This design comes from an exercise in tuning for small area on the open sky130 flow, not from production work. The RTL was checked by simulation tests, not by an equivalence proof against the original design. No activity file was given, so power comes from the tool's default toggle rates.

`flow/config.mk`:
```
export PLATFORM = sky130hd
export DESIGN_NAME = decode_stage
export DESIGN_NICKNAME = decode_stage
export VERILOG_FILES = /design/flow/design.v
export SDC_FILE = /design/flow/constraint.sdc
export NUM_CORES = 4
export LEC_CHECK = 0
export CAP_MARGIN = 20
export CORE_MARGIN = 2
export CORE_UTILIZATION = 40
export SLEW_MARGIN = 20
```
`flow/constraint.sdc`:
```
create_clock -name core_clock -period 4.0 [get_ports {clk}]
set_input_delay 0.8000 -clock core_clock [delete_from_list [all_inputs] [get_ports {clk}]]
set_output_delay 0.8000 -clock core_clock [all_outputs]
set_load 0.01 [all_outputs]
```
`flow/design.v`:
```
module decode_stage #(
    parameter int XLEN  = 32,
    parameter int NREGS = 32
) (
    input  logic            clk,
    input  logic            rst,
    input  logic [31:0]     InstrD,
    input  logic [XLEN-1:0] PCD,
    input  logic [XLEN-1:0] PCPlus4D,
    input  logic            RegWriteW,
    input  logic [4:0]      RdW,
    input  logic [XLEN-1:0] ResultW,
    input  logic            FlushE,
    input  logic            StallE,
    output logic            RegWriteE,
    output logic [1:0]      ResultSrcE,
    output logic            MemWriteE,
    output logic            JumpE,
    output logic            BranchE,
    output logic [2:0]      ALUControlE,
    output logic            ALUSrcE,
    output logic [XLEN-1:0] RD1E,
    output logic [XLEN-1:0] RD2E,
    output logic [XLEN-1:0] ImmExtE,
    output logic [4:0]      Rs1E,
    output logic [4:0]      Rs2E,
    output logic [4:0]      RdE,
    output logic [XLEN-1:0] PCE,
    output logic [XLEN-1:0] PCPlus4E,
    output logic            IllegalE
);
    localparam logic [6:0] OP_R    = 7'b0110011;
    localparam logic [6:0] OP_IALU = 7'b0010011;
    localparam logic [6:0] OP_LW   = 7'b0000011;
    localparam logic [6:0] OP_SW   = 7'b0100011;
    localparam logic [6:0] OP_BEQ  = 7'b1100011;
    localparam logic [6:0] OP_JAL  = 7'b1101111;
    localparam logic [2:0] ALU_ADD = 3'b000;
    localparam logic [2:0] ALU_SUB = 3'b001;
    function automatic logic [3:0] aluFromFunct3(input logic [2:0] f3);
        case (f3)
            3'b000:  aluFromFunct3 = {1'b1, 3'b000};    
            3'b111:  aluFromFunct3 = {1'b1, 3'b010};    
            3'b110:  aluFromFunct3 = {1'b1, 3'b011};    
            3'b100:  aluFromFunct3 = {1'b1, 3'b100};    
            3'b010:  aluFromFunct3 = {1'b1, 3'b101};    
            3'b001:  aluFromFunct3 = {1'b1, 3'b110};    
            3'b101:  aluFromFunct3 = {1'b1, 3'b111};    
            default: aluFromFunct3 = {1'b0, 3'b000};
        endcase
    endfunction
    logic [6:0]      opcode_s;
    logic [2:0]      funct3_s;
    logic [6:0]      funct7_s;
    logic [4:0]      rs1_s;
    logic [4:0]      rs2_s;
    logic [4:0]      rd_s;
    logic [3:0]      aluDec_s;
    logic [XLEN-1:0] rd1_s;
    logic [XLEN-1:0] rd2_s;
    logic [XLEN-1:0] regs_r [NREGS];
    logic            regWrite_s;
    logic [1:0]      resultSrc_s;
    logic            memWrite_s;
    logic            jump_s;
    logic            branch_s;
    logic [2:0]      aluControl_s;
    logic            aluSrc_s;
    logic [XLEN-1:0] immExt_s;
    logic            illegal_s;
    assign opcode_s = InstrD[6:0];
    assign rd_s     = InstrD[11:7];
    assign funct3_s = InstrD[14:12];
    assign rs1_s    = InstrD[19:15];
    assign rs2_s    = InstrD[24:20];
    assign funct7_s = InstrD[31:25];
    assign aluDec_s = aluFromFunct3(funct3_s);
    always_ff @(posedge clk) begin
        if (rst) begin
            for (int i = 0; i < NREGS; i++) begin
                regs_r[i] <= '0;
            end
        end else if (RegWriteW && (RdW != 5'd0)) begin
            regs_r[RdW] <= ResultW;
        end
    end
    always_comb begin
        rd1_s = regs_r[rs1_s];
        rd2_s = regs_r[rs2_s];
        if (rs1_s == 5'd0) begin
            rd1_s = '0;
        end else if (RegWriteW && (RdW == rs1_s)) begin
            rd1_s = ResultW;
        end else begin
            rd1_s = regs_r[rs1_s];
        end
        if (rs2_s == 5'd0) begin
            rd2_s = '0;
        end else if (RegWriteW && (RdW == rs2_s)) begin
            rd2_s = ResultW;
        end else begin
            rd2_s = regs_r[rs2_s];
        end
    end
    always_comb begin
        regWrite_s   = 1'b0;
        resultSrc_s  = 2'b00;
        memWrite_s   = 1'b0;
        jump_s       = 1'b0;
        branch_s     = 1'b0;
        aluControl_s = ALU_ADD;
        aluSrc_s     = 1'b0;
        immExt_s     = '0;
        illegal_s    = 1'b0;
        case (opcode_s)
            OP_R: begin
                if ((funct7_s == 7'b0000000) && aluDec_s[3]) begin
                    regWrite_s   = 1'b1;
                    aluControl_s = aluDec_s[2:0];
                end else if ((funct7_s == 7'b0100000) && (funct3_s == 3'b000)) begin
                    regWrite_s   = 1'b1;
                    aluControl_s = ALU_SUB;
                end else begin
                    illegal_s = 1'b1;
                end
            end
            OP_IALU: begin
                if (aluDec_s[3] && (((funct3_s != 3'b001) && (funct3_s != 3'b101))
                                    || (funct7_s == 7'b0000000))) begin
                    regWrite_s   = 1'b1;
                    aluSrc_s     = 1'b1;
                    aluControl_s = aluDec_s[2:0];
                    immExt_s     = {{20{InstrD[31]}}, InstrD[31:20]};
                end else begin
                    illegal_s = 1'b1;
                end
            end
            OP_LW: begin
                if (funct3_s == 3'b010) begin
                    regWrite_s  = 1'b1;
                    resultSrc_s = 2'b01;
                    aluSrc_s    = 1'b1;
                    immExt_s    = {{20{InstrD[31]}}, InstrD[31:20]};
                end else begin
                    illegal_s = 1'b1;
                end
            end
            OP_SW: begin
                if (funct3_s == 3'b010) begin
                    memWrite_s = 1'b1;
                    aluSrc_s   = 1'b1;
                    immExt_s   = {{20{InstrD[31]}}, InstrD[31:25], InstrD[11:7]};
                end else begin
                    illegal_s = 1'b1;
                end
            end
            OP_BEQ: begin
                if (funct3_s == 3'b000) begin
                    branch_s     = 1'b1;
                    aluControl_s = ALU_SUB;
                    immExt_s     = {{20{InstrD[31]}}, InstrD[7], InstrD[30:25],
                                    InstrD[11:8], 1'b0};
                end else begin
                    illegal_s = 1'b1;
                end
            end
            OP_JAL: begin
                jump_s      = 1'b1;
                regWrite_s  = 1'b1;
                resultSrc_s = 2'b10;
                immExt_s    = {{12{InstrD[31]}}, InstrD[19:12], InstrD[20],
                               InstrD[30:21], 1'b0};
            end
            default: begin
                illegal_s = 1'b1;
            end
        endcase
    end
    always_ff @(posedge clk) begin
        if (rst || FlushE) begin
            RegWriteE   <= 1'b0;
            ResultSrcE  <= 2'b00;
            MemWriteE   <= 1'b0;
            JumpE       <= 1'b0;
            BranchE     <= 1'b0;
            ALUControlE <= 3'b000;
            ALUSrcE     <= 1'b0;
            RD1E        <= '0;
            RD2E        <= '0;
            ImmExtE     <= '0;
            Rs1E        <= 5'd0;
            Rs2E        <= 5'd0;
            RdE         <= 5'd0;
            PCE         <= '0;
            PCPlus4E    <= '0;
            IllegalE    <= 1'b0;
        end else if (!StallE) begin
            RegWriteE   <= regWrite_s;
            ResultSrcE  <= resultSrc_s;
            MemWriteE   <= memWrite_s;
            JumpE       <= jump_s;
            BranchE     <= branch_s;
            ALUControlE <= aluControl_s;
            ALUSrcE     <= aluSrc_s;
            RD1E        <= rd1_s;
            RD2E        <= rd2_s;
            ImmExtE     <= immExt_s;
            Rs1E        <= rs1_s;
            Rs2E        <= rs2_s;
            RdE         <= rd_s;
            PCE         <= PCD;
            PCPlus4E    <= PCPlus4D;
            IllegalE    <= illegal_s;
        end
    end
endmodule
```
`flow/run.sh`:
```
#!/bin/bash
# synth_recipe.tcl (not shown) runs the flow's synth.tcl, then flattens the netlist and writes it again
# the make line also repeats each setting of config.mk as NAME=value (left out here)
make -C /OpenROAD-flow-scripts/flow DESIGN_CONFIG=/design/flow/config.mk WORK_HOME=/design/flow/orfs CLKGATE_MAP_FILE= SYNTH_SCRIPT=/design/flow/synth_recipe.tcl finish
```
==> run_summary.xml <==
<?xml version="1.0" encoding="UTF-8"?>
<metrics>
  <group name="detailed_routing">
    <metric name="routed-via-count" unit="">38200</metric>
    <metric name="routed_via_density" unit="">5.95</metric>
    <metric name="route.detailed.wl_per_inst" unit="µm">31.8</metric>
    <metric name="routed_wirelength" unit="µm">204000</metric>
    <metric name="detail_route.iter0.violations" unit="">4192</metric>
    <metric name="antenna_violating_nets_post_route" unit="">0</metric>
    <metric name="drcViolationCount" unit="">0</metric>
    <metric name="drt_pass1_iterations" unit="">5</metric>
  </group>
  <group name="worst_setup_path">
    <metric name="critical-path-top-delay-family" unit="">flip-flops</metric>
    <metric name="largest_fanout_of_any_net_on_the_critical_path" unit="">2</metric>
    <metric name="critPathArrivalTime" unit="ps">2040</metric>
    <metric name="worstSetupEndpointType" unit="">output port</metric>
    <metric name="cp.required" unit="ps">3200</metric>
    <metric name="path_depth" unit="">1</metric>
    <metric name="crit-reg2reg-capture" unit="">RD1E[0]</metric>
    <metric name="cp_slowest_cell" unit="">dfxtp_1</metric>
    <metric name="setup.worst_path.class" unit="">reg2out</metric>
    <metric name="startpoint_type" unit="">flip-flop</metric>
    <metric name="r2r_slack" unit="ps">2080</metric>
    <metric name="worst_setup_path_endpoint" unit="">RD1E[0]</metric>
    <metric name="r2r_start" unit="">regs_r[23][0]</metric>
    <metric name="worst_r2r_path_depth" unit="">4</metric>
    <metric name="critical_path_buf_inv_count" unit="">1</metric>
    <metric name="critPathLaunch" unit="">RD1E[0]</metric>
    <metric name="critical_path.cell_chain" unit="">clkdlybuf4s50_1</metric>
    <metric name="critical-path-max-stage-delay" unit="ps">640</metric>
  </group>
  <group name="final_layout">
    <metric name="nets" unit="">4422</metric>
    <metric name="finalCoreUtilization" unit="%">47.4</metric>
    <metric name="final_layout_size_suffix_gt1_share" unit="%">23.3</metric>
    <metric name="area_delta_synth_final" unit="%">17.7</metric>
    <metric name="multi_input_area" unit="mm²">0.0246</metric>
    <metric name="fin_cells" unit="">6415</metric>
    <metric name="final_cell_area" unit="mm²">0.0709</metric>
    <metric name="fillCellCount" unit="">12900</metric>
    <metric name="regArea" unit="mm²">0.0343</metric>
  </group>
  <group name="place">
    <metric name="cell_total_after_placement" unit="">6161</metric>
    <metric name="dp.final_hpwl" unit="µm">127000</metric>
    <metric name="port_buffers" unit="">323</metric>
    <metric name="area_of_placed_instances" unit="mm²">0.0667</metric>
    <metric name="final_weighted_congestion_in_routability_driven_placement" unit="">0.876</metric>
  </group>
  <group name="synth">
    <metric name="synth-seq-cells" unit="">1199</metric>
    <metric name="synth-edff-count" unit="">1024</metric>
    <metric name="synth_cells" unit="">4032</metric>
    <metric name="syn-cell-area" unit="mm²">0.0603</metric>
    <metric name="synth_area_per_cell" unit="µm²">14.9</metric>
    <metric name="synth_seq_area_share" unit="%">56.8</metric>
    <metric name="ys_async_sr_fraction" unit="%">0</metric>
    <metric name="cell_variety_after_synth" unit="">61</metric>
    <metric name="synth-main-ff-cell" unit="">edfxtp_1</metric>
    <metric name="synth-warning-count" unit="">1</metric>
  </group>
  <group name="clock_tree">
    <metric name="insertion_delay" unit="ps">790</metric>
    <metric name="cts_repair_resize_count" unit="">0</metric>
    <metric name="tritoncts.num_buffers" unit="">135</metric>
    <metric name="cts-htree-levels" unit="">4</metric>
    <metric name="holdBufCountCts" unit="">0</metric>
    <metric name="cts.root.buffer_cell" unit="">clkbuf_16</metric>
    <metric name="cts.reportedPaths.clkPinSlew" unit="ps">50</metric>
    <metric name="clock_sinks" unit="">1199</metric>
    <metric name="cts_post_setup_buffers_inserted" unit="">0</metric>
    <metric name="tritoncts" unit="">yes</metric>
    <metric name="clk_path_buf_depth" unit="">3</metric>
  </group>
  <group name="die">
    <metric name="die_y" unit="µm">392</metric>
    <metric name="die-area" unit="mm²">0.154</metric>
    <metric name="pin_count" unit="">324</metric>
    <metric name="std_cell_rows" unit="">142</metric>
    <metric name="core_area" unit="mm²">0.150</metric>
    <metric name="die_x" unit="µm">392</metric>
    <metric name="floorplan.initialDensity" unit="%">40.2</metric>
  </group>
  <group name="timing">
    <metric name="timing.clock.skew" unit="ps">25.4</metric>
    <metric name="post-route-min-period" unit="ps">2840</metric>
    <metric name="fin_setup_tns" unit="ps">0</metric>
    <metric name="slew_violations" unit="">0</metric>
    <metric name="post-route-period-util" unit="%">71.1</metric>
    <metric name="worst-slew-pin-transition" unit="ps">1120</metric>
    <metric name="setup_viol" unit="">0</metric>
    <metric name="rsz0062_at_grt" unit="">no</metric>
    <metric name="finalHoldWorstSlack" unit="ps">434</metric>
    <metric name="max_slew_headroom" unit="%">25.3</metric>
    <metric name="max_freq" unit="GHz">0.352</metric>
    <metric name="report.final.hold_viol_count" unit="">0</metric>
  </group>
  <group name="global_route">
    <metric name="grt_start_max_net_pins" unit="">96</metric>
    <metric name="grt_overflow_total" unit="">0</metric>
    <metric name="globalRouteTotalUtil" unit="%">26.5</metric>
    <metric name="first_pass_grt_wire_length" unit="µm">286000</metric>
    <metric name="antenna_found_initial" unit="">15</metric>
    <metric name="number_of_global_route_vias_before_repair" unit="">38900</metric>
  </group>
  <group name="power_and_ir_drop">
    <metric name="power_leakage" unit="nW">24.3</metric>
    <metric name="vdd_drop_max" unit="mV">0.469</metric>
    <metric name="pd_cells" unit="mW/mm²">423</metric>
  </group>
  <group name="outcome">
    <metric name="outcome" unit="">complete, no violations</metric>
  </group>
  <group name="job">
    <metric name="drv.max_cap_violation_count" unit="">0</metric>
  </group>
  <group name="worst_hold_path">
    <metric name="hold_path.class" unit="">in2reg</metric>
  </group>
</metrics>
-- final cells by class --
class / count / share of cell area [%]
clock inverter: 60 / 0.765
timing repair buffer: 515 / 7.42
antenna: 9 / 0.0317
sequential: 1199 / 48.3
inverter: 8 / 0.0423
clock buffer: 183 / 5.25
tap: 2016 / 3.56
multi-input combinational: 2425 / 34.7
-- per-layer routing --
layer / wire (µm) / up-vias / track usage [%]
met5: 23 / - / 0
met4: 9030 / 4 / 12.0
met3: 17200 / 382 / 5.01
met2: 98900 / 1959 / 43.8
met1: 78500 / 19900 / 33.9
li1: - / 16000 / -
-- registers in the layout (all words and copies together) (netlist names) --
name,cells
regs_r,1024
PCE,32
PCPlus4E,32
RD1E,32
RD2E,32
ImmExtE,21
RdE,5
Rs1E,5
Rs2E,5
ALUControlE,3
ResultSrcE,2
ALUSrcE,1
BranchE,1
IllegalE,1
JumpE,1
MemWriteE,1
RegWriteE,1
-- worst min-delay path, delay by kind of cell --
kind                   cells  cell delay [ps]
and+or+nand+nor            1               40
buffers and inverters      1              160
AOI/OAI and AO/OA          1              140
-- where the power goes --
part / total [mW] / leakage [nW] / switching, mW / internal [mW]
Combinational: 3.27 / 11.0 / 1.75 / 1.52
Sequential: 14.5 / 11.2 / 0.333 / 14.2
Clock: 12.2 / 2.06 / 5.16 / 7.05
Total: 30.0 / 24.3 / 7.25 / 22.8
-- cells in the final DEF (no fill, tap or decap), types with 37 or more instances in the layout --
cell	netlist	layout
clkbuf_1	324	38
nand2_1	85	85
clkbuf_16	0	141
buf_12	0	51
mux2i_1	74	74
and2_1	998	996
edfxtp_1	1024	1024
nand3_1	42	42
clkdlybuf4s50_1	0	299
a22oi_1	199	199
a21o_1	37	37
nor2_1	130	96
a22o_1	43	43
buf_4	14	142
dfxtp_1	175	175
mux4_2	544	544
-- logic make-up (layout without fill, tap and decap cells) --
group	Yosys count	in the layout	share of synthesized area (%)
and+or+nand+nor	1363	1363	13.2
DFF	1199	1199	56.8
muxes	618	618	21.6
buffers and inverters	439	766	3.08
AOI/OAI and AO/OA	401	401	5.13
xor gates and xnor gates	11	11	0.172
other	1	41	0.00622
-- synthesized netlist by cell type, drive strengths merged, types with 37 or more instances --
| cell | number | area, µm² |
|---|---|---|
| nor2 | 130 | 488 |
| edfxtp | 1024 | 30700 |
| mux2i | 74 | 741 |
| nand2 | 85 | 319 |
| mux4 | 544 | 12300 |
| nand3 | 42 | 210 |
| a21o | 37 | 278 |
| and2 | 998 | 6240 |
| a22o | 43 | 377 |
| a22oi | 199 | 1490 |
| clkbuf | 324 | 1220 |
| buf | 107 | 608 |
| dfxtp | 175 | 3500 |
-- how the worst min path moves through the flow --
stage,start,endpoint,slack (ps),depth (start not counted)
floorplan,ALUControlE[2],ALUControlE[2],490,2
global placement,ALUControlE[2],ALUControlE[2],450,2
detailed placement,MemWriteE,MemWriteE,460,2
CTS,StallE,ResultSrcE[1],380,3
global route,StallE,BranchE,410,3
finish,StallE,ResultSrcE[0],430,3
-- stage by stage --
step | setup slack, ps | power, mW
floorplan | 1330 | 16.6
global placement | 522 | 18.0
detailed placement | 529 | 18.1
CTS | 1010 | 30.2
global route | 963 | 30.8
finish | 1160 | 30.0

==> what the ideal ports hide <==
Ports are ideal in the flow. The routed layout listed here was re-timed in OpenROAD.
Step 1 (the two cells are an assumption about what drives the block):
set clk [get_ports {clk}]
set_driving_cell -lib_cell sky130_fd_sc_hd__clkbuf_16 $clk
set_driving_cell -lib_cell sky130_fd_sc_hd__buf_2 [delete_from_list [all_inputs] $clk]
Step 2 times the ports against the registers' clock, not the clock port: input delays grow and output delays shrink by t, the midpoint of the rising clock arrivals with the driver on.
Three values: no drivers, after step 1, after step 2; two values: the first two.
shift t [ns]: 0.855
slack for setup (ns): 1.157 / 1.073 / 0.480
worst setup path at the end: input to register
cell pins on the clock port's net: 1
After both steps setup and hold are still met in this run. For this run, drivers alone change the setup slack by -0.084 ns; drivers and shift together by -0.677 ns.
